This design comes from an exercise in tuning for small area, a short achievable clock period and few clock cycles on the open sky130 flow, not from production work. Only simulation tests tie the RTL to the original design; equivalence was not proved. Power figures rest on the tool's default switching activity, not on a simulated workload.

## flow/design.v (module list and top-level ports; edited modules follow where they fit)
// module wcn_ram: 45 lines
// module wcn_sqrt: 64 lines
// module wcn_sq18: 335 lines
// module wcn_core: 374 lines
// module worley_cell_noise_nearest: 32 lines
module worley_cell_noise_nearest #(
    parameter int TABLE_SIZE = 256,
    parameter int FRAC_BITS  = 16
) (
    input  logic         i_clk,
    input  logic         i_rst_n,
    input  logic         s_axis_tvalid,
    output logic         s_axis_tready,
    input  logic [111:0] s_axis_tdata,   
    input  logic [1:0]   s_axis_tuser,   
    output logic         m_axis_tvalid,
    input  logic         m_axis_tready,
    output logic [23:0]  m_axis_tdata    
);
  // ...
==> flow/flow/run.sh <==
#!/bin/bash
# Standard layout, with timing repair aimed further below the clock period.
bash standard.sh SETUP_SLACK_MARGIN=6.5 finish > standard.log 2>&1
==> flow/standard.sh <==
#!/bin/bash
# synth_recipe.tcl (not shown) runs the flow's synth.tcl, then flattens the netlist and writes it again
# the make line also repeats each setting of config.mk as NAME=value (left out here)
make -C /OpenROAD-flow-scripts/flow DESIGN_CONFIG=/design/flow/config.mk WORK_HOME=/design/flow/orfs CLKGATE_MAP_FILE= SYNTH_SCRIPT=/design/flow/synth_recipe.tcl "${@:-finish}"
==> flow/config.mk <==
export PLATFORM = sky130hd
export DESIGN_NAME = worley_cell_noise_nearest
export DESIGN_NICKNAME = worley_cell_noise_nearest
export VERILOG_FILES = /design/flow/design.v
export SDC_FILE = /design/flow/constraint.sdc
export NUM_CORES = 4
export LEC_CHECK = 0
export CAP_MARGIN = 20
export CORE_MARGIN = 2
export CORE_UTILIZATION = 40
export SETUP_SLACK_MARGIN = 5
export SLEW_MARGIN = 20
==> flow/constraint.sdc <==
create_clock -name core_clock -period 10.0 [get_ports {i_clk}]
set_input_delay 2.0000 -clock core_clock [delete_from_list [all_inputs] [get_ports {i_clk}]]
set_output_delay 2.0000 -clock core_clock [all_outputs]
set_load 0.01 [all_outputs]
==> key figures, run 1 <==
Route
  – Via count: 102254
  – DRC errors left: 0
  – Detailed Route Iter0 Violations: 13770
  – Wire per inst: 31.51 um
  – Routed Antenna Nets: 0
  – Metal3 WL: 57130 um
  – Max layer used: met5

Synth
  – Mapped Avg Cell Area: 13.54 um2
  – Register area share after synthesis: 61.24%
  – Yosys top cell area share: 52.52%

Setup path
  – Critical path data required time: 10900 ps
  – CP Capture Type: register
  – Worst Path Max Fanout: 8
  – R2R Path End: u_core.r_rows[11]
  – Reg-to-Reg Start: u_core.r_3d
  – Reg2reg path depth: 16

Finish
  – Most frequent cells in the layout: edfxtp_1 (2597), nand2_1 (940), inv_1 (587), ha_1 (523), dfxtp_1 (520)
  – Area Growth Syn to Fin: 17.64%
  – Post-route insts no fill: 16869
  – Final-layout non-clock buffer area share: 3.804%
  – Sequential share of cell area: 52.20%

Floorplan
  – Die width: 613.3 um
  – I/O Pins: 144
  – Die Y: 613.3 um

Timing
  – Clock skew: 110.9 ps
  – Final hold slack: 303.5 ps

Clocking
  – Worst skew pair latency: 990 ps
  – Setup Buffers After CTS: 157

Power and ir drop
  – Share of total power in combinational logic: 47.8%
  – Flop pwr share: 32.2%
  – Clock power share: 20.0%
  – Sw power: 0.02541 W

Outcome
  – Run status: no timing/DRC/antenna violations

Placement
  – Pre-CTS setup slack: 5007 ps
  – # port buffers: 139

Global routing
  – Number of global-route vias before repair: 100513
  – First-pass GRT wire length: 741700 um

Hold path
  – Hold path cells: 0
Testbench counts, summed over its fixed seeds: cycles 11,093.
==> module wcn_ram, before the edit <==
module wcn_ram (
    input  logic        i_clk,
    input  logic        i_rst_n,
    input  logic [15:0] i_whi,       
    input  logic [15:0] i_wlo,       
    input  logic [7:0]  i_wdata,
    input  logic [23:0] i_rows,      
    output logic [31:0] o_bank,      
    output logic [7:0]  o_t1,        
    output logic [7:0]  o_t2,
    output logic [7:0]  o_t3
);
    logic [2047:0] r_tbl;
    logic [7:0]    w_d0, w_d1;
    logic          r_rst_n;
    always_ff @(posedge i_clk) r_rst_n <= i_rst_n;
    assign w_d0 = i_wdata & {8{r_rst_n}};
    assign w_d1 = i_wdata | {8{~r_rst_n}};
    for (genvar e = 0; e < 256; e++) begin : g_ent
        logic       w_en;
        logic [7:0] w_d;
        assign w_en = ~r_rst_n | (i_whi[e / 16] & i_wlo[e % 16]);
        for (genvar b = 0; b < 8; b++) begin : g_bit
            assign w_d[b] = (((e >> b) % 2) == 1) ? w_d1[b] : w_d0[b];
        end
        always_ff @(posedge i_clk) begin
            if (w_en) r_tbl[8*e +: 8] <= w_d;
        end
    end
    for (genvar q = 0; q < 4; q++) begin : g_bank
        logic [7:0] w_rd;
        always_comb begin
            w_rd = '0;
            for (int r = 0; r < 64; r++) begin
                w_rd = w_rd | ({8{i_rows[6*q +: 6] == 6'(r)}} & r_tbl[8*(4*r+q) +: 8]);
            end
        end
        always_ff @(posedge i_clk) begin
            o_bank[8*q +: 8] <= w_rd;
        end
    end
    assign o_t1 = r_tbl[8*1 +: 8];
    assign o_t2 = r_tbl[8*2 +: 8];
    assign o_t3 = r_tbl[8*3 +: 8];
endmodule
==> module wcn_core, before the edit <==
module wcn_core (
    input  logic        i_clk,
    input  logic        i_rst_n,
    input  logic        i_valid,
    output logic        o_ready,
    input  logic [1:0]  i_mode,
    input  logic [31:0] i_x,
    input  logic [31:0] i_y,
    input  logic [31:0] i_z,
    input  logic [7:0]  i_tidx,
    input  logic [7:0]  i_tval,
    output logic        o_res_valid,
    output logic [19:0] o_res,
    input  logic        i_res_ready
);
    localparam int NFIFO = 4;           
    localparam int CAP   = NFIFO + 1;   
    logic        w_acc, w_start, w_load;
    logic [15:0] r_whi, r_wlo;
    logic [7:0]  r_wval;
    assign w_acc   = i_valid && o_ready;
    assign w_start = w_acc && (i_mode == wcn_pkg::MODE_E2D || i_mode == wcn_pkg::MODE_E3D);
    assign w_load  = w_acc && (i_mode == wcn_pkg::MODE_LOAD);
    always_ff @(posedge i_clk) begin
        if (!i_rst_n) begin
            r_whi <= '0;
        end else begin
            r_whi <= w_load ? (16'd1 << i_tidx[7:4]) : 16'd0;
        end
        r_wlo  <= 16'd1 << i_tidx[3:0];
        r_wval <= i_tval;
    end
    function automatic logic [30:0] prep(input logic [31:0] c);
        logic        inc;
        logic [15:0] hi;
        logic        hz, h1, hm1, hm2, eq1, eq0, eqm1, ge2;
        logic [7:0]  off;
        hi   = c[31:16];
        inc  = c[31] & (c[15:0] != 16'd0);    
        hz   = (hi == 16'h0000);
        h1   = (hi == 16'h0001);
        hm1  = (hi == 16'hFFFF);
        hm2  = (hi == 16'hFFFE);
        eq1  = h1;
        eq0  = hz | (inc & hm1);
        eqm1 = inc ? hm2 : hm1;
        ge2  = ~c[31] & ~hz & ~h1;
        off  = inc ? hi[7:0] : hi[7:0] - 8'd1;
        prep = {off, inc, c[15:0],
                ge2 | eq1 | eq0, ge2 | eq1, ge2, eqm1, eq0, eq1};
    endfunction
    logic [30:0] r_px, r_py, r_pz;       
    logic        r_act, r_3d, r_last;
    logic [1:0]  r_lvl, r_a, r_j, r_k;
    logic [5:0]  r_left;                 
    logic [3:0]  r_cnt;                  
    logic        r_cntok;
    logic        w_deliver;
    logic [7:0]  w_t1, w_t2, w_t3;
    logic [31:0] r_bank;
    logic [7:0]  r_l2 [3][3];            
    logic [7:0]  r_l3 [3][3];
    logic       w_m0_ffirst, w_m0_gfirst, w_m0_lastax, w_m0_lastwin;
    logic [1:0] w_m0_dst, w_m0_o;
    logic       r_m1_v, r_m1_ffirst, r_m1_gfirst, r_m1_lastax, r_m1_lastwin;
    logic [1:0] r_m1_dst, r_m1_a, r_m1_o;
    logic       r_m2_v, r_m2_ffirst, r_m2_gfirst, r_m2_lastax, r_m2_lastwin;
    logic [1:0] r_m2_dst, r_m2_a, r_m2_o;
    logic [23:0] r_rows;
    logic [1:0]  r_rot1, r_rot2;
    assign o_ready = (!r_act || r_last) && r_cntok;
    logic [7:0] w_lane [3];
    always_comb begin
        for (int m = 0; m < 3; m++) begin
            w_lane[m] = r_bank[8 * 2'(r_rot2 + 2'(m)) +: 8];
        end
    end
    logic [7:0] w_src, w_off, w_base;
    always_comb begin
        w_m0_dst = '0; w_m0_o = '0; w_m0_ffirst = 1'b0; w_m0_gfirst = 1'b0;
        w_m0_lastax = 1'b0; w_m0_lastwin = 1'b0;
        w_src = w_t1;
        w_off = r_px[30:23];
        if (r_lvl == 2'd0) begin
            w_src = (r_a == 2'd0) ? w_t1 : (r_a == 2'd1) ? w_t2 : w_t3;
            w_off = r_3d ? r_pz[30:23] : r_py[30:23];
            w_m0_dst = wcn_pkg::DST_L2;
        end else if (r_lvl == 2'd1) begin
            w_src = '0;
            for (int a = 0; a < 3; a++)
                for (int k = 0; k < 3; k++)
                    if (r_a == 2'(a) && r_k == 2'(k)) w_src = r_l2[a][k];
            w_off = r_py[30:23];
            w_m0_dst = wcn_pkg::DST_L3;
        end else begin
            w_src = '0;
            for (int a = 0; a < 3; a++)
                for (int j = 0; j < 3; j++)
                    if (r_a == 2'(a) && r_j == 2'(j))
                        w_src = r_3d ? r_l3[a][j] : (j == 0) ? w_lane[0] : r_l2[a][j];
            w_off = r_px[30:23];
            w_m0_dst = wcn_pkg::DST_FIN;
            w_m0_o = (r_a == 2'd1) ? r_j : r_k;
            w_m0_ffirst = (r_j == 2'd0 && r_k == 2'd0 && r_a == 2'd0);
            w_m0_gfirst = (r_j == 2'd0 && r_k == 2'd0);
            w_m0_lastax = r_3d ? (r_a == 2'd2) : (r_a == 2'd1);
            w_m0_lastwin = r_last;
        end
        w_base = w_src + w_off;
    end
    always_ff @(posedge i_clk) begin
        if (!i_rst_n) begin
            r_act <= 1'b0;
            r_last <= 1'b0;
            r_m1_v <= 1'b0;
            r_m2_v <= 1'b0;
        end else begin
            if (w_start) begin
                r_act <= 1'b1;
                r_last <= 1'b0;
            end else begin
                if (r_last) r_act <= 1'b0;
                r_last <= r_act && !r_last && r_left == 6'd1;
            end
            r_m1_v <= r_act;
            r_m2_v <= r_m1_v;
        end
        if (o_ready) begin
            r_3d <= (i_mode == wcn_pkg::MODE_E3D);
            r_left <= (i_mode == wcn_pkg::MODE_E3D) ? 6'd38 : 6'd7;
            r_px <= prep(i_x);
            r_py <= prep(i_y);
            r_pz <= prep(i_z);
        end else begin
            r_left <= r_left - 6'd1;
        end
        if (!r_act || r_last) begin
            r_lvl <= 2'd0;
            r_a <= 2'd0;
            r_j <= 2'd0;
            r_k <= 2'd0;
        end else begin
            if (r_lvl == 2'd0) begin
                if (r_a == (r_3d ? 2'd2 : 2'd1)) begin
                    r_a <= 2'd0;
                    r_lvl <= r_3d ? 2'd1 : 2'd2;
                end else begin
                    r_a <= r_a + 2'd1;
                end
            end else if (r_lvl == 2'd1) begin
                if (r_a == 2'd2) begin
                    r_a <= 2'd0;
                    r_lvl <= 2'd2;
                end else begin
                    r_a <= r_a + 2'd1;
                end
            end else begin
                if (r_a == (r_3d ? 2'd2 : 2'd1)) begin
                    r_a <= 2'd0;
                    if (r_j == 2'd2) begin
                        r_j <= 2'd0;
                        r_k <= r_k + 2'd1;
                        r_lvl <= 2'd1;
                    end else begin
                        r_j <= r_j + 2'd1;
                    end
                end else begin
                    r_a <= r_a + 2'd1;
                end
            end
        end
        for (int q = 0; q < 4; q++) begin
            r_rows[6*q +: 6] <= (2'(q) >= w_base[1:0]) ? w_base[7:2] : w_base[7:2] + 6'd1;
        end
        r_rot1 <= w_base[1:0];
        r_rot2 <= r_rot1;
        r_m1_dst <= w_m0_dst; r_m1_a <= r_a; r_m1_o <= w_m0_o;
        r_m1_ffirst <= w_m0_ffirst; r_m1_gfirst <= w_m0_gfirst;
        r_m1_lastax <= w_m0_lastax; r_m1_lastwin <= w_m0_lastwin;
        r_m2_dst <= r_m1_dst; r_m2_a <= r_m1_a; r_m2_o <= r_m1_o;
        r_m2_ffirst <= r_m1_ffirst; r_m2_gfirst <= r_m1_gfirst;
        r_m2_lastax <= r_m1_lastax; r_m2_lastwin <= r_m1_lastwin;
        for (int a = 0; a < 3; a++) begin
            if (r_m2_v && r_m2_dst == wcn_pkg::DST_L2 && r_m2_a == 2'(a)) begin
                for (int m = 0; m < 3; m++) r_l2[a][m] <= w_lane[m];
            end
            if (r_m2_v && r_m2_dst == wcn_pkg::DST_L3 && r_m2_a == 2'(a)) begin
                for (int m = 0; m < 3; m++) r_l3[a][m] <= w_lane[m];
            end
        end
    end
    wcn_ram u_ram (
        .i_clk  (i_clk),
        .i_rst_n(i_rst_n),
        .i_whi  (r_whi),
        .i_wlo  (r_wlo),
        .i_wdata(r_wval),
        .i_rows (r_rows),
        .o_bank (r_bank),
        .o_t1   (w_t1),
        .o_t2   (w_t2),
        .o_t3   (w_t3)
    );
    logic [22:0] r_qx, r_qy, r_qz;       
    logic        w_fin;
    logic [22:0] w_hp;
    assign w_fin = r_m2_v && r_m2_dst == wcn_pkg::DST_FIN;
    always_comb begin
        logic [22:0] qx, qy, qz;
        qx = r_m2_ffirst ? r_px[22:0] : r_qx;
        qy = r_m2_ffirst ? r_py[22:0] : r_qy;
        qz = r_m2_ffirst ? r_pz[22:0] : r_qz;
        w_hp = (r_m2_a == 2'd0) ? qx : (r_m2_a == 2'd1) ? qy : qz;
    end
    logic        r_h_v, r_h_gfirst, r_h_lastax, r_h_lastwin, r_h_firstax;
    logic [7:0]  r_h [3];
    logic [2:0]  r_h_add, r_h_sub;       
    logic [1:0]  r_h_o [3];              
    logic [8:0]  r_h_rhi;
    logic [7:0]  r_h_rlo;
    always_ff @(posedge i_clk) begin
        if (!i_rst_n) begin
            r_h_v <= 1'b0;
        end else begin
            r_h_v <= w_fin;
        end
        if (w_fin && r_m2_ffirst) begin
            r_qx <= r_px[22:0];
            r_qy <= r_py[22:0];
            r_qz <= r_pz[22:0];
        end
        for (int m = 0; m < 3; m++) begin
            logic [1:0] o;
            o = (r_m2_a == 2'd0) ? 2'(m) : r_m2_o;
            r_h[m] <= w_lane[m];
            r_h_o[m] <= o;
            r_h_sub[m] <= w_hp[5'd3 + 5'(o)];
            r_h_add[m] <= ~w_hp[5'd3 + 5'(o)] & ~w_hp[5'(o)];
        end
        r_h_rhi <= w_hp[22:14];
        r_h_rlo <= w_hp[13:6];
        r_h_gfirst <= r_m2_gfirst;
        r_h_lastax <= r_m2_lastax;
        r_h_lastwin <= r_m2_lastwin;
        r_h_firstax <= (r_m2_a == 2'd0);
    end
    logic               r_d_v, r_d_gfirst, r_d_lastax, r_d_lastwin, r_d_firstax;
    logic [17:0]        r_de [3];
    logic [2:0]         r_dn;
    always_ff @(posedge i_clk) begin
        if (!i_rst_n) begin
            r_d_v <= 1'b0;
        end else begin
            r_d_v <= r_h_v;
        end
        for (int m = 0; m < 3; m++) begin
            logic [10:0] hb, hv, mm;
            hb = (r_h_o[m] == 2'd0) ? 11'd256 : (r_h_o[m] == 2'd1) ? 11'd0 : 11'h700;
            hv = r_h_sub[m] ? ~{3'b000, r_h[m]} : r_h_add[m] ? {3'b000, r_h[m]} : 11'd0;
            mm = {{2{r_h_rhi[8]}}, r_h_rhi} + hb + hv + 11'(r_h_sub[m]);
            r_de[m] <= {mm[9:0], r_h_rlo} ^ {18{mm[10]}};
            r_dn[m] <= mm[10];
        end
        r_d_gfirst <= r_h_gfirst;
        r_d_lastax <= r_h_lastax;
        r_d_lastwin <= r_h_lastwin;
        r_d_firstax <= r_h_firstax;
    end
    logic        r_s_v, r_s_gfirst, r_s_lastax, r_s_lastwin, r_s_firstax;
    logic [35:0] r_r0 [3], r_r1 [3];
    logic [35:0] w_r0 [3], w_r1 [3];
    for (genvar m = 0; m < 3; m++) begin : g_sq
        wcn_sq18 u_sq (
            .e   (r_de[m]),
            .n   (r_dn[m]),
            .o_r0(w_r0[m]),
            .o_r1(w_r1[m])
        );
    end
    always_ff @(posedge i_clk) begin
        if (!i_rst_n) begin
            r_s_v <= 1'b0;
        end else begin
            r_s_v <= r_d_v;
        end
        for (int m = 0; m < 3; m++) begin
            r_r0[m] <= w_r0[m];
            r_r1[m] <= w_r1[m];
        end
        r_s_gfirst <= r_d_gfirst;
        r_s_lastax <= r_d_lastax;
        r_s_lastwin <= r_d_lastwin;
        r_s_firstax <= r_d_firstax;
    end
    logic        r_a_v, r_a_gfirst, r_a_lastwin;
    logic [36:0] r_acc [3];
    always_ff @(posedge i_clk) begin
        if (!i_rst_n) begin
            r_a_v <= 1'b0;
        end else begin
            r_a_v <= r_s_v && r_s_lastax;
        end
        for (int m = 0; m < 3; m++) begin
            r_acc[m] <= (r_s_firstax ? 37'd0 : r_acc[m]) + {1'b0, r_r0[m]} + {1'b0, r_r1[m]};
        end
        r_a_gfirst <= r_s_gfirst;
        r_a_lastwin <= r_s_lastwin;
    end
    logic [36:0] r_best, w_best;
    logic        r_push;
    always_comb begin
        logic l01, l02, l12, l0b, l1b, l2b, w0, w1, w2;
        l01 = r_acc[0] <= r_acc[1];
        l02 = r_acc[0] <= r_acc[2];
        l12 = r_acc[1] <= r_acc[2];
        l0b = r_a_gfirst || r_acc[0] <= r_best;
        l1b = r_a_gfirst || r_acc[1] <= r_best;
        l2b = r_a_gfirst || r_acc[2] <= r_best;
        w0 = l01 && l02 && l0b;
        w1 = !w0 && l12 && l1b;
        w2 = !w0 && !w1 && l2b;
        w_best = w0 ? r_acc[0] : w1 ? r_acc[1] : w2 ? r_acc[2] : r_best;
    end
    always_ff @(posedge i_clk) begin
        if (!i_rst_n) begin
            r_push <= 1'b0;
        end else begin
            r_push <= r_a_v && r_a_lastwin;
        end
        if (r_a_v) r_best <= w_best;
    end
    logic [36:0] r_fq [NFIFO];
    logic [3:0]  r_fn;
    logic        w_push, w_pop;
    logic        w_sq_busy, w_sq_valid, w_sq_start;
    logic [19:0] w_root;
    logic        r_out_v;
    logic [19:0] r_out;
    assign w_push = r_push;
    assign w_deliver = w_sq_valid && !r_out_v;
    assign w_sq_start = (r_fn != 4'd0) && !w_sq_busy && (!w_sq_valid || w_deliver);
    assign w_pop = w_sq_start;
    always_ff @(posedge i_clk) begin
        if (!i_rst_n) begin
            r_fn <= '0;
            r_cnt <= '0;
            r_cntok <= 1'b1;
            r_out_v <= 1'b0;
        end else begin
            r_fn <= r_fn + 4'(w_push) - 4'(w_pop);
            r_cnt <= r_cnt + 4'(w_start) - 4'(w_deliver);
            r_cntok <= (r_cnt + 4'(w_start) - 4'(w_deliver)) < 4'(CAP);
            if (w_deliver) r_out_v <= 1'b1;
            else if (i_res_ready) r_out_v <= 1'b0;
        end
        for (int i = 0; i < NFIFO; i++) begin
            if (w_push && 4'(i) == r_fn - 4'(w_pop)) r_fq[i] <= r_best;
            else if (w_pop && i < NFIFO - 1) r_fq[i] <= r_fq[i + 1];
        end
        if (w_deliver) r_out <= w_root;
    end
    wcn_sqrt u_sqrt (
        .i_clk  (i_clk),
        .i_rst_n(i_rst_n),
        .i_start(w_sq_start),
        .i_value({3'b000, r_fq[0]}),
        .o_busy (w_sq_busy),
        .o_valid(w_sq_valid),
        .i_ack  (w_deliver),
        .o_root (w_root)
    );
    assign o_res_valid = r_out_v;
    assign o_res       = r_out;
endmodule
==> run 2, diff against run 1 <==
--- a/flow/design.v
+++ b/flow/design.v
@@ -15,8 +15,10 @@
     input  logic [15:0] i_whi,       
     input  logic [15:0] i_wlo,       
     input  logic [7:0]  i_wdata,
-    input  logic [23:0] i_rows,      
-    output logic [31:0] o_bank,      
+    input  logic [23:0] i_rows_a,    
+    input  logic [23:0] i_rows_b,    
+    output logic [31:0] o_bank_a,    
+    output logic [31:0] o_bank_b,
     output logic [7:0]  o_t1,        
     output logic [7:0]  o_t2,
     output logic [7:0]  o_t3
@@ -38,16 +40,19 @@
             if (w_en) r_tbl[8*e +: 8] <= w_d;
         end
     end
-    for (genvar q = 0; q < 4; q++) begin : g_bank
-        logic [7:0] w_rd;
-        always_comb begin
-            w_rd = '0;
-            for (int r = 0; r < 64; r++) begin
-                w_rd = w_rd | ({8{i_rows[6*q +: 6] == 6'(r)}} & r_tbl[8*(4*r+q) +: 8]);
-            end
+    function automatic logic [7:0] bank_rd(input logic [2047:0] t, input int q,
+                                           input logic [5:0] row);
+        logic [7:0] d;
+        d = '0;
+        for (int r = 0; r < 64; r++) begin
+            d = d | ({8{row == 6'(r)}} & t[8*(4*r+q) +: 8]);
         end
+        bank_rd = d;
+    endfunction
+    for (genvar q = 0; q < 4; q++) begin : g_bank
         always_ff @(posedge i_clk) begin
-            o_bank[8*q +: 8] <= w_rd;
+            o_bank_a[8*q +: 8] <= bank_rd(r_tbl, q, i_rows_a[6*q +: 6]);
+            o_bank_b[8*q +: 8] <= bank_rd(r_tbl, q, i_rows_b[6*q +: 6]);
         end
     end
     assign o_t1 = r_tbl[8*1 +: 8];
@@ -470,22 +475,38 @@
     output logic [19:0] o_res,
     input  logic        i_res_ready
 );
-    localparam int NFIFO = 4;           
-    localparam int CAP   = NFIFO + 1;   
+    localparam int NFIFO = 3;           
+    localparam int CAP   = NFIFO + 2;   
     logic        w_acc, w_start, w_load;
-    logic [15:0] r_whi, r_wlo;
-    logic [7:0]  r_wval;
-    assign w_acc   = i_valid && o_ready;
+    logic        r_ldp;                  
+    logic [15:0] r_lhi, r_llo;           
+    logic [7:0]  r_lval, r_lidx;
+    logic        w_idle, w_ldgo, w_ldw, w_wr, w_ldrd_go, w_bypfree;
+    logic        r_ldrd;                 
+    logic [7:0]  r_byp_idx, r_byp_old;   
+    logic        w_bready;
+    logic [3:0]  r_cnt;                  
+    logic        r_cntok;
+    logic        w_deliver;
+    logic        r_rdy, r_rdy_o, w_rdy_n;
+    assign o_ready = r_rdy_o;
+    assign w_acc   = i_valid && r_rdy;
     assign w_start = w_acc && (i_mode == wcn_pkg::MODE_E2D || i_mode == wcn_pkg::MODE_E3D);
     assign w_load  = w_acc && (i_mode == wcn_pkg::MODE_LOAD);
+    assign w_ldgo  = r_ldp && w_idle && !r_ldrd;
+    assign w_wr    = w_ldgo || w_ldw;
     always_ff @(posedge i_clk) begin
         if (!i_rst_n) begin
-            r_whi <= '0;
+            r_ldp <= 1'b0;
         end else begin
-            r_whi <= w_load ? (16'd1 << i_tidx[7:4]) : 16'd0;
+            r_ldp <= w_load || (r_ldp && !w_wr);
+        end
+        if (w_load) begin
+            r_lidx <= i_tidx;
+            r_lhi  <= 16'd1 << i_tidx[7:4];
+            r_llo  <= 16'd1 << i_tidx[3:0];
+            r_lval <= i_tval;
         end
-        r_wlo  <= 16'd1 << i_tidx[3:0];
-        r_wval <= i_tval;
     end
     function automatic logic [30:0] prep(input logic [31:0] c);
         logic        inc;
@@ -506,167 +527,312 @@
         prep = {off, inc, c[15:0],
                 ge2 | eq1 | eq0, ge2 | eq1, ge2, eqm1, eq0, eq1};
     endfunction
-    logic [30:0] r_px, r_py, r_pz;       
-    logic        r_act, r_3d, r_last;
-    logic [1:0]  r_lvl, r_a, r_j, r_k;
-    logic [5:0]  r_left;                 
-    logic [3:0]  r_cnt;                  
-    logic        r_cntok;
-    logic        w_deliver;
     logic [7:0]  w_t1, w_t2, w_t3;
-    logic [31:0] r_bank;
-    logic [7:0]  r_l2 [3][3];            
-    logic [7:0]  r_l3 [3][3];
-    logic       w_m0_ffirst, w_m0_gfirst, w_m0_lastax, w_m0_lastwin;
-    logic [1:0] w_m0_dst, w_m0_o;
-    logic       r_m1_v, r_m1_ffirst, r_m1_gfirst, r_m1_lastax, r_m1_lastwin;
-    logic [1:0] r_m1_dst, r_m1_a, r_m1_o;
-    logic       r_m2_v, r_m2_ffirst, r_m2_gfirst, r_m2_lastax, r_m2_lastwin;
-    logic [1:0] r_m2_dst, r_m2_a, r_m2_o;
-    logic [23:0] r_rows;
-    logic [1:0]  r_rot1, r_rot2;
-    assign o_ready = (!r_act || r_last) && r_cntok;
-    logic [7:0] w_lane [3];
+    logic [31:0] r_bank_b, r_bank_a;
+    localparam logic [1:0] BLK_FREE = 2'd0, BLK_FILL = 2'd1, BLK_FULL = 2'd2;
+    logic [30:0] r_pbx, r_pby, r_pbz;    
+    logic        r_b_act, r_b_3d, r_b_lvl;
+    logic [1:0]  r_b_a, r_b_k;
+    logic        r_b_wp;                 
+    logic [1:0]  r_blk_st [2];
+    logic [7:0]  r_blk [2][3][3];        
+    logic [7:0]  r_blk_offx [2];
+    logic        r_blk_3d [2], r_blk_first [2], r_blk_last [2];
+    logic [1:0]  r_blk_k [2];
+    logic [68:0] r_blk_p [2];            
+    logic [7:0]  r_bl2 [3][3];           
+    logic        w_b_claim, w_b_stall, w_b_issue, w_b_last, w_b_nop;
+    logic [7:0]  w_b_src, w_b_off, w_b_base;
+    assign w_b_claim = r_b_act && (r_b_3d ? (r_b_lvl && r_b_a == 2'd0) : (r_b_a == 2'd0));
+    assign w_b_stall = w_b_claim && r_blk_st[r_b_wp] != BLK_FREE
+                       && !(w_a_lastw && r_a_rp == r_b_wp);
+    assign w_b_nop   = !r_b_lvl && r_b_a == 2'd3;
+    assign w_b_issue = r_b_act && !w_b_stall;
+    assign w_b_last  = w_b_issue && (r_b_3d ? (r_b_lvl && r_b_k == 2'd2 && r_b_a == 2'd2)
+                                             : (r_b_a == 2'd1));
+    assign w_bready  = r_rdy;
     always_comb begin
-        for (int m = 0; m < 3; m++) begin
-            w_lane[m] = r_bank[8 * 2'(r_rot2 + 2'(m)) +: 8];
+        w_b_src = '0;
+        if (!r_b_lvl) begin
+            w_b_src = (r_b_a == 2'd0) ? w_t1 : (r_b_a == 2'd1) ? w_t2 : w_t3;
+            w_b_off = r_b_3d ? r_pbz[30:23] : r_pby[30:23];
+        end else begin
+            for (int a = 0; a < 3; a++)
+                for (int k = 0; k < 3; k++)
+                    if (r_b_a == 2'(a) && r_b_k == 2'(k)) w_b_src = r_bl2[a][k];
+            w_b_off = r_pby[30:23];
         end
+        w_b_base = w_b_src + w_b_off;
     end
-    logic [7:0] w_src, w_off, w_base;
+    logic [23:0] r_rows_b;
+    logic [7:0]  r_bb_base;              
+    logic        r_bb_v, r_bb_blk, r_bb_bw, r_bb_end;
+    logic        r_bb_ld, r_b1_ld, r_b2_ld;    
+    logic [1:0]  r_bb_a;
+    logic [1:0]  r_b1_rot, r_b2_rot, r_b1_a, r_b2_a;
+    logic        r_b1_v, r_b2_v, r_b1_blk, r_b2_blk, r_b1_bw, r_b2_bw, r_b1_end, r_b2_end;
+    logic [7:0]  w_lane_b [3];
     always_comb begin
-        w_m0_dst = '0; w_m0_o = '0; w_m0_ffirst = 1'b0; w_m0_gfirst = 1'b0;
-        w_m0_lastax = 1'b0; w_m0_lastwin = 1'b0;
-        w_src = w_t1;
-        w_off = r_px[30:23];
-        if (r_lvl == 2'd0) begin
-            w_src = (r_a == 2'd0) ? w_t1 : (r_a == 2'd1) ? w_t2 : w_t3;
-            w_off = r_3d ? r_pz[30:23] : r_py[30:23];
-            w_m0_dst = wcn_pkg::DST_L2;
-        end else if (r_lvl == 2'd1) begin
-            w_src = '0;
-            for (int a = 0; a < 3; a++)
-                for (int k = 0; k < 3; k++)
-                    if (r_a == 2'(a) && r_k == 2'(k)) w_src = r_l2[a][k];
-            w_off = r_py[30:23];
-            w_m0_dst = wcn_pkg::DST_L3;
+        for (int m = 0; m < 3; m++) w_lane_b[m] = r_bank_b[8 * 2'(r_b2_rot + 2'(m)) +: 8];
+    end
+    logic        r_a_act, r_a_rp;
+    logic [1:0]  r_a_a, r_a_j;
+    logic        w_a_lastw, w_a_next, w_a_item, w_done_b;
+    logic [7:0]  w_a_src, w_a_base;
+    logic        w_a_3d;
+    assign w_a_3d    = r_blk_3d[r_a_rp];
+    assign w_a_lastw = r_a_act && r_a_j == 2'd2 && r_a_a == (w_a_3d ? 2'd2 : 2'd1);
+    assign w_done_b  = r_b2_v && r_b2_blk && r_b2_end;
+    assign w_a_next  = (!r_a_act && r_blk_st[r_a_rp] == BLK_FULL && (!r_blk_first[r_a_rp] || r_cntok))
+                    || (w_a_lastw && (r_blk_st[!r_a_rp] == BLK_FULL || (w_done_b && r_b2_bw == !r_a_rp))
+                        && (!r_blk_first[!r_a_rp] || r_cntok));
+    assign w_a_item  = (!r_a_act && w_a_next && r_blk_first[r_a_rp])
+                    || (w_a_lastw && w_a_next && r_blk_first[!r_a_rp]);
+    assign w_ldw     = r_b2_ld;
+    assign w_ldrd_go = r_ldp && !r_ldrd && !w_idle && w_bypfree && !r_b_act;
+    assign w_bypfree = !(r_blk_pre[0] && r_blk_st[0] != BLK_FREE)
+                    && !(r_blk_pre[1] && r_blk_st[1] != BLK_FREE)
+                    && !r_a0_pre && !r_m1_pre && !r_m2_pre;
+    assign w_idle    = !r_b_act && !r_a_act && !r_a0_v && !r_bb_v
+                    && r_blk_st[0] == BLK_FREE && r_blk_st[1] == BLK_FREE;
+    always_comb begin
+        logic       n_b_act, n_ldp, n_a_act;
+        logic [1:0] n_st [2];
+        n_b_act = w_start || (r_b_act && !w_b_last);
+        n_ldp   = w_load || (r_ldp && !w_wr);
+        n_a_act = w_a_next || (r_a_act && !w_a_lastw);
+        for (int q = 0; q < 2; q++) begin
+            n_st[q] = r_blk_st[q];
+            if (w_b_issue && w_b_claim && r_b_wp == q[0]) n_st[q] = BLK_FILL;
+            else if (w_done_b && r_b2_bw == q[0]) n_st[q] = BLK_FULL;
+            else if (w_a_lastw && r_a_rp == q[0]) n_st[q] = BLK_FREE;
+        end
+        w_rdy_n = !n_b_act
+               && (!n_ldp || (!n_a_act && !r_a_act && !(w_b_issue && !w_b_nop)
+                              && n_st[0] == BLK_FREE && n_st[1] == BLK_FREE));
+    end
+    always_ff @(posedge i_clk) begin
+        if (!i_rst_n) begin
+            r_rdy <= 1'b1;
         end else begin
-            w_src = '0;
-            for (int a = 0; a < 3; a++)
-                for (int j = 0; j < 3; j++)
-                    if (r_a == 2'(a) && r_j == 2'(j))
-                        w_src = r_3d ? r_l3[a][j] : (j == 0) ? w_lane[0] : r_l2[a][j];
-            w_off = r_px[30:23];
-            w_m0_dst = wcn_pkg::DST_FIN;
-            w_m0_o = (r_a == 2'd1) ? r_j : r_k;
-            w_m0_ffirst = (r_j == 2'd0 && r_k == 2'd0 && r_a == 2'd0);
-            w_m0_gfirst = (r_j == 2'd0 && r_k == 2'd0);
-            w_m0_lastax = r_3d ? (r_a == 2'd2) : (r_a == 2'd1);
-            w_m0_lastwin = r_last;
+            r_rdy <= w_rdy_n;
         end
-        w_base = w_src + w_off;
+        r_rdy_o <= w_rdy_n;
+    end
+    always_comb begin
+        w_a_src = '0;
+        for (int a = 0; a < 3; a++)
+            for (int j = 0; j < 3; j++)
+                if (r_a_a == 2'(a) && r_a_j == 2'(j)) w_a_src = r_blk[r_a_rp][a][j];
+        w_a_base = w_a_src + r_blk_offx[r_a_rp];
+    end
+    logic        r_a0_rp, r_m1_rp, r_m2_rp;    
+    logic        r_blk_pre [2];          
+    logic        r_a0_pre, r_m1_pre, r_m2_pre;   
+    logic [3:0]  r_m2_hit;               
+    logic [31:0] w_bank_a;
+    logic [22:0] w_pax, w_pay, w_paz;    
+    logic [23:0] r_rows_a;
+    logic [7:0]  r_a0_base;              
+    logic        r_a0_v, r_a0_ffirst, r_a0_gfirst, r_a0_lastax, r_a0_lastwin;
+    logic [1:0]  r_a0_a, r_a0_o;
+    logic [1:0]  r_rot1, r_rot2;
+    logic       r_m1_v, r_m1_ffirst, r_m1_gfirst, r_m1_lastax, r_m1_lastwin;
+    logic [1:0] r_m1_a, r_m1_o;
+    logic       r_m2_v, r_m2_ffirst, r_m2_gfirst, r_m2_lastax, r_m2_lastwin;
+    logic [1:0] r_m2_a, r_m2_o;
+    logic [7:0] w_lane [3];
+    always_comb begin
+        for (int q = 0; q < 4; q++) w_bank_a[8*q +: 8] = r_m2_hit[q] ? r_byp_old : r_bank_a[8*q +: 8];
+        for (int m = 0; m < 3; m++) w_lane[m] = w_bank_a[8 * 2'(r_rot2 + 2'(m)) +: 8];
     end
     always_ff @(posedge i_clk) begin
         if (!i_rst_n) begin
-            r_act <= 1'b0;
-            r_last <= 1'b0;
+            r_b_act <= 1'b0;
+            r_b_wp <= 1'b0;
+            r_blk_st[0] <= BLK_FREE;
+            r_blk_st[1] <= BLK_FREE;
+            r_bb_v <= 1'b0;
+            r_b1_v <= 1'b0;
+            r_bb_ld <= 1'b0;
+            r_b1_ld <= 1'b0;
+            r_b2_ld <= 1'b0;
+            r_ldrd <= 1'b0;
+            r_b2_v <= 1'b0;
+            r_a_act <= 1'b0;
+            r_a_rp <= 1'b0;
+            r_a0_v <= 1'b0;
             r_m1_v <= 1'b0;
+            r_a0_pre <= 1'b0;
+            r_m1_pre <= 1'b0;
+            r_m2_pre <= 1'b0;
+            r_blk_pre[0] <= 1'b0;
+            r_blk_pre[1] <= 1'b0;
             r_m2_v <= 1'b0;
         end else begin
             if (w_start) begin
-                r_act <= 1'b1;
-                r_last <= 1'b0;
-            end else begin
-                if (r_last) r_act <= 1'b0;
-                r_last <= r_act && !r_last && r_left == 6'd1;
+                r_b_act <= 1'b1;
+            end else if (w_b_last) begin
+                r_b_act <= 1'b0;
+            end
+            if (w_b_issue && w_b_claim) begin
+                r_b_wp <= !r_b_wp;
+            end
+            r_bb_v <= w_b_issue && !w_b_nop;
+            r_b1_v <= r_bb_v;
+            r_bb_ld <= w_ldrd_go;
+            r_b1_ld <= r_bb_ld;
+            r_b2_ld <= r_b1_ld;
+            if (w_ldrd_go) r_ldrd <= 1'b1;
+            else if (w_ldw) r_ldrd <= 1'b0;
+            r_b2_v <= r_b1_v;
+            for (int q = 0; q < 2; q++) begin
+                if (w_b_issue && w_b_claim && r_b_wp == q[0]) r_blk_st[q] <= BLK_FILL;
+                else if (w_done_b && r_b2_bw == q[0]) r_blk_st[q] <= BLK_FULL;
+                else if (w_a_lastw && r_a_rp == q[0]) r_blk_st[q] <= BLK_FREE;
+            end
+            if (w_a_next) r_a_act <= 1'b1;
+            else if (w_a_lastw) r_a_act <= 1'b0;
+            if (w_a_lastw) r_a_rp <= !r_a_rp;
+            r_a0_v <= r_a_act;
+            r_m1_v <= r_a0_v;
+            r_a0_pre <= r_a_act && (w_ldw || r_blk_pre[r_a_rp]);
+            r_m1_pre <= w_ldw ? r_a0_v : r_a0_pre;
+            r_m2_pre <= r_m1_pre;
+            for (int q = 0; q < 2; q++) begin
+                if (w_ldw) r_blk_pre[q] <= r_blk_st[q] != BLK_FREE;
+                else if (w_b_issue && w_b_claim && r_b_wp == q[0]) r_blk_pre[q] <= 1'b0;
             end
-            r_m1_v <= r_act;
             r_m2_v <= r_m1_v;
         end
-        if (o_ready) begin
-            r_3d <= (i_mode == wcn_pkg::MODE_E3D);
-            r_left <= (i_mode == wcn_pkg::MODE_E3D) ? 6'd38 : 6'd7;
-            r_px <= prep(i_x);
-            r_py <= prep(i_y);
-            r_pz <= prep(i_z);
-        end else begin
-            r_left <= r_left - 6'd1;
-        end
-        if (!r_act || r_last) begin
-            r_lvl <= 2'd0;
-            r_a <= 2'd0;
-            r_j <= 2'd0;
-            r_k <= 2'd0;
-        end else begin
-            if (r_lvl == 2'd0) begin
-                if (r_a == (r_3d ? 2'd2 : 2'd1)) begin
-                    r_a <= 2'd0;
-                    r_lvl <= r_3d ? 2'd1 : 2'd2;
+        if (w_bready) begin
+            r_b_3d <= (i_mode == wcn_pkg::MODE_E3D);
+            r_pbx <= prep(i_x);
+            r_pby <= prep(i_y);
+            r_pbz <= prep(i_z);
+        end
+        if (w_start) begin
+            r_b_lvl <= 1'b0;
+            r_b_a <= 2'd0;
+            r_b_k <= 2'd0;
+        end else if (w_b_issue) begin
+            if (!r_b_lvl) begin
+                if (r_b_a == (r_b_3d ? 2'd3 : 2'd1)) begin
+                    r_b_a <= 2'd0;
+                    r_b_lvl <= 1'b1;
                 end else begin
-                    r_a <= r_a + 2'd1;
-                end
-            end else if (r_lvl == 2'd1) begin
-                if (r_a == 2'd2) begin
-                    r_a <= 2'd0;
-                    r_lvl <= 2'd2;
-                end else begin
-                    r_a <= r_a + 2'd1;
+                    r_b_a <= r_b_a + 2'd1;
                 end
             end else begin
-                if (r_a == (r_3d ? 2'd2 : 2'd1)) begin
-                    r_a <= 2'd0;
-                    if (r_j == 2'd2) begin
-                        r_j <= 2'd0;
-                        r_k <= r_k + 2'd1;
-                        r_lvl <= 2'd1;
-                    end else begin
-                        r_j <= r_j + 2'd1;
-                    end
+                if (r_b_a == 2'd2) begin
+                    r_b_a <= 2'd0;
+                    r_b_k <= r_b_k + 2'd1;
                 end else begin
-                    r_a <= r_a + 2'd1;
+                    r_b_a <= r_b_a + 2'd1;
                 end
             end
         end
+        if (w_b_issue && w_b_claim) begin
+            r_blk_offx[r_b_wp] <= r_pbx[30:23];
+            r_blk_p[r_b_wp] <= {r_pbx[22:0], r_pby[22:0], r_pbz[22:0]};
+            r_blk_3d[r_b_wp] <= r_b_3d;
+            r_blk_k[r_b_wp] <= r_b_3d ? r_b_k : 2'd0;
+            r_blk_first[r_b_wp] <= !r_b_3d || r_b_k == 2'd0;
+            r_blk_last[r_b_wp] <= !r_b_3d || r_b_k == 2'd2;
+        end
         for (int q = 0; q < 4; q++) begin
-            r_rows[6*q +: 6] <= (2'(q) >= w_base[1:0]) ? w_base[7:2] : w_base[7:2] + 6'd1;
+            r_rows_b[6*q +: 6] <= (2'(q) >= r_bb_base[1:0]) ? r_bb_base[7:2] : r_bb_base[7:2] + 6'd1;
         end
-        r_rot1 <= w_base[1:0];
-        r_rot2 <= r_rot1;
-        r_m1_dst <= w_m0_dst; r_m1_a <= r_a; r_m1_o <= w_m0_o;
-        r_m1_ffirst <= w_m0_ffirst; r_m1_gfirst <= w_m0_gfirst;
-        r_m1_lastax <= w_m0_lastax; r_m1_lastwin <= w_m0_lastwin;
-        r_m2_dst <= r_m1_dst; r_m2_a <= r_m1_a; r_m2_o <= r_m1_o;
-        r_m2_ffirst <= r_m1_ffirst; r_m2_gfirst <= r_m1_gfirst;
-        r_m2_lastax <= r_m1_lastax; r_m2_lastwin <= r_m1_lastwin;
+        r_bb_base <= w_ldrd_go ? r_lidx : w_b_base;
+        r_bb_a <= r_b_a;
+        r_bb_blk <= !r_b_3d || r_b_lvl;
+        r_bb_bw <= w_b_claim ? r_b_wp : !r_b_wp;
+        r_bb_end <= (r_b_3d ? r_b_a == 2'd2 : r_b_a == 2'd1);
+        r_b1_rot <= r_bb_base[1:0];
+        r_b2_rot <= r_b1_rot;
+        r_b1_a <= r_bb_a;
+        r_b2_a <= r_b1_a;
+        r_b1_blk <= r_bb_blk;
+        r_b2_blk <= r_b1_blk;
+        r_b1_bw <= r_bb_bw;
+        r_b2_bw <= r_b1_bw;
+        r_b1_end <= r_bb_end;
+        r_b2_end <= r_b1_end;
         for (int a = 0; a < 3; a++) begin
-            if (r_m2_v && r_m2_dst == wcn_pkg::DST_L2 && r_m2_a == 2'(a)) begin
-                for (int m = 0; m < 3; m++) r_l2[a][m] <= w_lane[m];
+            if (r_b2_v && !r_b2_blk && r_b2_a == 2'(a)) begin
+                for (int m = 0; m < 3; m++) r_bl2[a][m] <= w_lane_b[m];
             end
-            if (r_m2_v && r_m2_dst == wcn_pkg::DST_L3 && r_m2_a == 2'(a)) begin
-                for (int m = 0; m < 3; m++) r_l3[a][m] <= w_lane[m];
+            for (int q = 0; q < 2; q++) begin
+                if (r_b2_v && r_b2_blk && r_b2_a == 2'(a) && r_b2_bw == q[0]) begin
+                    for (int m = 0; m < 3; m++) r_blk[q][a][m] <= w_lane_b[m];
+                end
             end
         end
+        if (!r_a_act || w_a_lastw) begin
+            r_a_a <= 2'd0;
+            r_a_j <= 2'd0;
+        end else if (r_a_a == (w_a_3d ? 2'd2 : 2'd1)) begin
+            r_a_a <= 2'd0;
+            r_a_j <= r_a_j + 2'd1;
+        end else begin
+            r_a_a <= r_a_a + 2'd1;
+        end
+        for (int q = 0; q < 4; q++) begin
+            r_rows_a[6*q +: 6] <= (2'(q) >= r_a0_base[1:0]) ? r_a0_base[7:2] : r_a0_base[7:2] + 6'd1;
+        end
+        r_a0_base <= w_a_base;
+        for (int q = 0; q < 4; q++) begin
+            r_m2_hit[q] <= r_m1_pre && r_rows_a[6*q +: 6] == r_byp_idx[7:2] && r_byp_idx[1:0] == 2'(q);
+        end
+        if (w_ldw) begin
+            r_byp_idx <= r_lidx;
+            r_byp_old <= w_lane_b[0];
+        end
+        r_a0_rp <= r_a_rp;
+        r_m1_rp <= r_a0_rp;
+        r_m2_rp <= r_m1_rp;
+        r_a0_a <= r_a_a;
+        r_a0_o <= (r_a_a == 2'd1) ? r_a_j : r_blk_k[r_a_rp];
+        r_a0_ffirst <= r_blk_first[r_a_rp] && r_a_j == 2'd0 && r_a_a == 2'd0;
+        r_a0_gfirst <= r_blk_first[r_a_rp] && r_a_j == 2'd0;
+        r_a0_lastax <= (r_a_a == (w_a_3d ? 2'd2 : 2'd1));
+        r_a0_lastwin <= r_blk_last[r_a_rp] && w_a_lastw;
+        r_rot1 <= r_a0_base[1:0];
+        r_rot2 <= r_rot1;
+        r_m1_a <= r_a0_a;
+        r_m1_o <= r_a0_o;
+        r_m1_ffirst <= r_a0_ffirst;
+        r_m1_gfirst <= r_a0_gfirst;
+        r_m1_lastax <= r_a0_lastax;
+        r_m1_lastwin <= r_a0_lastwin;
+        r_m2_a <= r_m1_a; r_m2_o <= r_m1_o;
+        r_m2_ffirst <= r_m1_ffirst; r_m2_gfirst <= r_m1_gfirst;
+        r_m2_lastax <= r_m1_lastax; r_m2_lastwin <= r_m1_lastwin;
     end
     wcn_ram u_ram (
-        .i_clk  (i_clk),
-        .i_rst_n(i_rst_n),
-        .i_whi  (r_whi),
-        .i_wlo  (r_wlo),
-        .i_wdata(r_wval),
-        .i_rows (r_rows),
-        .o_bank (r_bank),
-        .o_t1   (w_t1),
-        .o_t2   (w_t2),
-        .o_t3   (w_t3)
+        .i_clk   (i_clk),
+        .i_rst_n (i_rst_n),
+        .i_whi   (r_lhi & {16{w_wr}}),
+        .i_wlo   (r_llo),
+        .i_wdata (r_lval),
+        .i_rows_a(r_rows_a),
+        .i_rows_b(r_rows_b),
+        .o_bank_a(r_bank_a),
+        .o_bank_b(r_bank_b),
+        .o_t1    (w_t1),
+        .o_t2    (w_t2),
+        .o_t3    (w_t3)
     );
     logic [22:0] r_qx, r_qy, r_qz;       
     logic        w_fin;
     logic [22:0] w_hp;
-    assign w_fin = r_m2_v && r_m2_dst == wcn_pkg::DST_FIN;
+    assign w_fin = r_m2_v;
+    assign {w_pax, w_pay, w_paz} = r_blk_p[r_m2_rp];
     always_comb begin
         logic [22:0] qx, qy, qz;
-        qx = r_m2_ffirst ? r_px[22:0] : r_qx;
-        qy = r_m2_ffirst ? r_py[22:0] : r_qy;
-        qz = r_m2_ffirst ? r_pz[22:0] : r_qz;
+        qx = r_m2_ffirst ? w_pax : r_qx;
+        qy = r_m2_ffirst ? w_pay : r_qy;
+        qz = r_m2_ffirst ? w_paz : r_qz;
         w_hp = (r_m2_a == 2'd0) ? qx : (r_m2_a == 2'd1) ? qy : qz;
     end
     logic        r_h_v, r_h_gfirst, r_h_lastax, r_h_lastwin, r_h_firstax;
@@ -682,9 +848,9 @@
             r_h_v <= w_fin;
         end
         if (w_fin && r_m2_ffirst) begin
-            r_qx <= r_px[22:0];
-            r_qy <= r_py[22:0];
-            r_qz <= r_pz[22:0];
+            r_qx <= w_pax;
+            r_qy <= w_pay;
+            r_qz <= w_paz;
         end
         for (int m = 0; m < 3; m++) begin
             logic [1:0] o;
@@ -789,43 +955,54 @@
     logic [36:0] r_fq [NFIFO];
     logic [3:0]  r_fn;
     logic        w_push, w_pop;
-    logic        w_sq_busy, w_sq_valid, w_sq_start;
-    logic [19:0] w_root;
+    logic [1:0]  w_sq_busy, w_sq_valid, w_sq_start;
+    logic [19:0] w_root [2];
+    logic        r_sptr, r_dptr;         
     logic        r_out_v;
     logic [19:0] r_out;
     assign w_push = r_push;
-    assign w_deliver = w_sq_valid && !r_out_v;
-    assign w_sq_start = (r_fn != 4'd0) && !w_sq_busy && (!w_sq_valid || w_deliver);
-    assign w_pop = w_sq_start;
+    assign w_deliver = w_sq_valid[r_dptr] && !r_out_v;
+    always_comb begin
+        for (int u = 0; u < 2; u++) begin
+            w_sq_start[u] = (r_fn != 4'd0) && r_sptr == u[0] && !w_sq_busy[u] && !w_sq_valid[u];
+        end
+    end
+    assign w_pop = |w_sq_start;
     always_ff @(posedge i_clk) begin
         if (!i_rst_n) begin
             r_fn <= '0;
             r_cnt <= '0;
             r_cntok <= 1'b1;
             r_out_v <= 1'b0;
+            r_sptr <= 1'b0;
+            r_dptr <= 1'b0;
         end else begin
             r_fn <= r_fn + 4'(w_push) - 4'(w_pop);
-            r_cnt <= r_cnt + 4'(w_start) - 4'(w_deliver);
-            r_cntok <= (r_cnt + 4'(w_start) - 4'(w_deliver)) < 4'(CAP);
+            r_cnt <= r_cnt + 4'(w_a_item) - 4'(w_deliver);
+            r_cntok <= (r_cnt + 4'(w_a_item) - 4'(w_deliver)) < 4'(CAP);
             if (w_deliver) r_out_v <= 1'b1;
             else if (i_res_ready) r_out_v <= 1'b0;
+            if (w_pop) r_sptr <= !r_sptr;
+            if (w_deliver) r_dptr <= !r_dptr;
         end
         for (int i = 0; i < NFIFO; i++) begin
             if (w_push && 4'(i) == r_fn - 4'(w_pop)) r_fq[i] <= r_best;
             else if (w_pop && i < NFIFO - 1) r_fq[i] <= r_fq[i + 1];
         end
-        if (w_deliver) r_out <= w_root;
+        if (w_deliver) r_out <= w_root[r_dptr];
+    end
+    for (genvar u = 0; u < 2; u++) begin : g_sqrt
+        wcn_sqrt u_sqrt (
+            .i_clk  (i_clk),
+            .i_rst_n(i_rst_n),
+            .i_start(w_sq_start[u]),
+            .i_value({3'b000, r_fq[0]}),
+            .o_busy (w_sq_busy[u]),
+            .o_valid(w_sq_valid[u]),
+            .i_ack  (w_deliver && r_dptr == u[0]),
+            .o_root (w_root[u])
+        );
     end
-    wcn_sqrt u_sqrt (
-        .i_clk  (i_clk),
-        .i_rst_n(i_rst_n),
-        .i_start(w_sq_start),
-        .i_value({3'b000, r_fq[0]}),
-        .o_busy (w_sq_busy),
-        .o_valid(w_sq_valid),
-        .i_ack  (w_deliver),
-        .o_root (w_root)
-    );
     assign o_res_valid = r_out_v;
     assign o_res       = r_out;
 endmodule
==> flow/flow/run.sh (replaced) <==
#!/bin/bash
set -o pipefail
bash standard.sh SETUP_SLACK_MARGIN=6.5 CAP_MARGIN=25 finish > standard.log 2>&1
==> key figures, run 2 <==
Global routing
  – Largest net degree at the start of global routing: 173
  – Met3 Track Usage GR: 16.79%
  – Total grt overflow: 0
  – Met2 Use GR: 64.53%
  – GR peak layer: met2
  – Initial antenna violation count: 134
  – Number of global-route vias before repair: 139491 (+39%)
  – M1 GR Usage: 53.35%
  – First-pass GRT wire length: 1343000 um (+81%)
  – Gr usage total: 44.68%

Synth
  – Count of cell types in the netlist: 93
  – Synth area leaders: edfxtp_1 (49%), dfxtp_1 (8.7%), fa_1 (5.6%), ha_1 (5.0%), a22o_1 (5.0%)
  – Register area share after synthesis: 57.27% (-4.0 points)
  – Post-synth top cells: edfxtp_1 (2897), nand2_1 (1276), a22o_1 (1013)
  – Leading area contributor after synthesis: edfxtp_1
  – Leading register cell type out of synthesis: edfxtp_1
  – Post-Synthesis Cells: 14062
  – Post-synth EDFFs: 2897
  – Yosys warning total: 34
  – Count leader, synth: edfxtp_1
  – Yosys top cell area share: 48.57% (-4.0 points)
  – Area of the mapped netlist: 179100 um2
  – Synthesis-stage register bit count: 3676
  – Synth async-reset ratio: 0%
  – Mapped Avg Cell Area: 12.74 um2 (-5.9%)

Hold path
  – Hold path cells: 0 (unchanged)
  – Hold Path Class: reg -> reg

Clocking
  – CTS tree: yes
  – Root Driver: clkbuf_16
  – CTS Hold Buffers Added: 0
  – CTS sink cnt: 3676
  – Max Buffers Root-to-Sink: 4
  – Worst skew pair latency: 1060 ps (+70 ps)
  – H-Tree Level Count: 5
  – Num CTS Buffers: 417
  – CTS clk-pin slew, worst paths: 60 ps

Floorplan
  – Die width: 673.2 um (+9.8%)
  – Die Y: 673.2 um (+9.8%)
  – Starting Density: 40.19%
  – Num rows: 245
  – Die ar.: 453200 um2
  – Core ar.: 445700 um2
  – I/O Pins: 144 (unchanged)

Finish
  – Final core utilization: 48.31%
  – Biggest regs: u_core.u_ram.r_tbl: 2048 flops, u_core.r_blk: 144 flops, u_core.r_blk_p: 138 flops
  – Register with the most flip-flops: u_core.u_ram.r_tbl
  – Layout fillers: 39440
  – Most common cell after layout, fill and taps aside: edfxtp_1
  – Area Growth Syn to Fin: 20.23%
  – FF+latch area: 102800 um2
  – Largest register FFs: 2048
  – Number of nets in the layout: 16539
  – Multi-input combinational cell area: 76910 um2
  – Layout cells sized above 1: 20.66%
  – Most frequent cells in the layout: edfxtp_1 (2897), nand2_1 (1150), a22o_1 (1011), a221oi_1 (954), buf_4 (841)

Power and ir drop
  – LEAKAGE: 79.73 nW
  – Cell Int Power: 0.04057 W
  – Clock power share: 23.7% (+3.7 points)
  – Flop pwr share: 32.1% (about the same)
  – Switching power share of the total: 40.17%
  – Sw power: 0.02724 W (+7.2%)
  – Share of total power in combinational logic: 44.2% (-3.6 points)
  – PwrDens: 314.9 nW/um2
  – Peak supply drop: 0.0002851 V

Route
  – Wire per inst: 48.18 um (+53%)
  – Via count: 149313 (+46%)
  – DRT Pass-1 Iters: 9
  – Detailed Route Iter0 Violations: 23783 (+73%)
  – Routed Antenna Nets: 0 (unchanged)
  – DRC errors left: 0 (unchanged)
  – Routed vias/inst: 6.896
  – Total routed wirelength: 1043000 um

Setup path
  – CP peak stage delay: 520 ps
  – Reg2reg path depth: 16 (unchanged)
  – Worst Path Max Fanout: 6 (-2)
  – WP data arrival: 4730 ps
  – CP Capture Type: register
  – Cell Chain, Critical Path: ha_4 -> inv_2 -> fa_1 -> ha_4 -> and3_4 -> o211ai_1 -> a21oi_4 -> o21ai_4 -> o21a_1 -> o31a_1 -> mux2i_4 -> buf_12 -> buf_12 -> mux2i_1 -> nor2_1 -> a221o_1
  – Critical path data required time: 10890 ps (about the same)
  – CP startpoint kind: register
  – Setup CP Type: reg -> reg
  – CP max stage cell: fa_1

Timing
  – # setup viols final: 0
  – Fmax: 0.2601 GHz
  – Period minus WS final: 3845 ps
  – Post-route setup TNS: 0 ps
  – RSZ-0062 raised after global routing: yes
  – Hold Fails Final Rpt: 0
  – Post-route clock period utilization: 38.45%
  – Clock skew: 93.83 ps (-17.07 ps)
  – Worst-margin pin slew: 1286 ps
  – Max-Slew Margin vs Limit: 14.17%
  – Max Slew Vio Count: 0

Placement
  – Routability cong.: 1.082
  – # port buffers: 139 (unchanged)
  – Placed wire-length estimate: 726200 um

Outcome
  – Run status: no timing/DRC/antenna violations

Job
  – Max_cap viols: 0
run 2: changes by cell type in the layout (fill, tap and decap cells not counted), sizes merged, moves of 137 or more:
cell,before,now
a221oi,473,988
nand2,958,1276
a22o,465,1013
diode,24,161
buf,538,1048
edfxtp,2597,2897
nor2,577,934
run 2: area by class of cell:
class	count	area share, %
clock inverter	245	1.233
antenna	161	0.1871
tap	5928	3.444
multi-input combinational	9214	35.71
sequential	3676	47.75
timing repair buffer	1183	5.172
inverter	714	1.252
clock buffer	531	5.248
run 2: worst max-delay path: cells and delay by family (launching register included):
kind	cells	cell delay (ps)
AOI/OAI and AO/OA	6	1330
buffers and inverters	3	310
and+or+nand+nor	2	220
muxes	2	400
adders and majority gates	3	1100
DFF	1	370
run 2: power groups by stage:
stage | Sequential [W] | Clock [W] | Combinational (W)
floorplan | 0.0205 | 0 | 0.0166
global placement | 0.0220 | 0 | 0.0250
detailed placement | 0.0219 | 0 | 0.0252
CTS | 0.0217 | 0.0161 | 0.0280
global route | 0.0218 | 0.0166 | 0.0323
finish | 0.0218 | 0.0161 | 0.0300
run 2: cell families after synthesis:
group,Yosys count,share of synthesized area (%)
flip-flops,3676,57.27
adder cells (fa/ha/maj),1215,10.60
other,1,0.002094
multiplexers,449,2.932
buffers and inverters,1184,2.529
XOR/XNOR,397,1.954
AO/OA/AOI/OAI,3386,14.74
AND/OR/NAND/NOR,3754,9.971
run 2: final timing paths:
path / endpoint / slack [ps] / from
worst max-delay path: u_core.g_sqrt[1].u_sqrt.r_rem[12] / 6150 / u_core.g_sqrt[1].u_sqrt.r_root[6]
worst max register to register: u_core.g_sqrt[1].u_sqrt.r_rem[12] / 6150 / u_core.g_sqrt[1].u_sqrt.r_root[6]
worst min register to register: u_core.r_m2_a[0] / 330 / u_core.r_m1_a[0]
worst min-delay path: u_core.r_m2_a[0] / 330 / u_core.r_m1_a[0]
run 2: what timing repair did:
action,4_1_cts,5_1_grt
setup buffers,175,109
pin swaps,206,190
setup endpoints to repair,2497,1036
resized for setup,686,388
cloned,29,13
run 2: metal layers:
metal	up-vias	wire length (um)
li1	56630	-
met1	76222	373600
met4	94	105300
met5	-	1173
met2	12286	435900
met3	4081	127300
run 2: through the flow:
stage	hold WS, ps	std cells	area, um2	setup WS, ps	total power [W]
after floorplan	309.6	14065	179600	5707	0.03710
after global placement	309.7	20324	193000	5502	0.04693
after detailed placement	312.1	20376	193900	5456	0.04710
after CTS	325.1	21356	212200	6158	0.06582
after global routing	326.2	21552	215100	6035	0.07081
final	325.4	21652	215300	6155	0.06781
Testbench counts of run 2, summed over its fixed seeds: cycles 8,550.

[static timing again, ports no longer ideal]
The results above use ideal ports. As a check the final layouts listed here were re-extracted and re-timed, cells and wires unchanged.
Step 1: set_driving_cell puts a clkbuf_16 on i_clk and a buf_2 on each other input, an assumption about the parent block.
Step 2 also shifts input and output timing later by t, the mid clock arrival at the registers, as if the neighbouring blocks saw the same clock.
a / b / c = no drivers / after step 1 / after step 2; a / b = the first two.
| run | t, ns | slack for setup (ns) | latest minus earliest clock arrival (ns) | worst slew at a driven data input, ns |
|---|---|---|---|---|
| run 1 | 1.046 | 6.133 / 6.112 / 5.523 | 0.126 / 0.125 | 0.08 |
| run 2 | 1.143 | 6.155 / 6.135 / 5.577 | 0.110 / 0.109 | 0.09 |
After both steps every run listed still meets setup and hold. For run 1, which loses most, drivers alone change the setup slack by -0.021 ns; drivers and shift together by -0.610 ns.
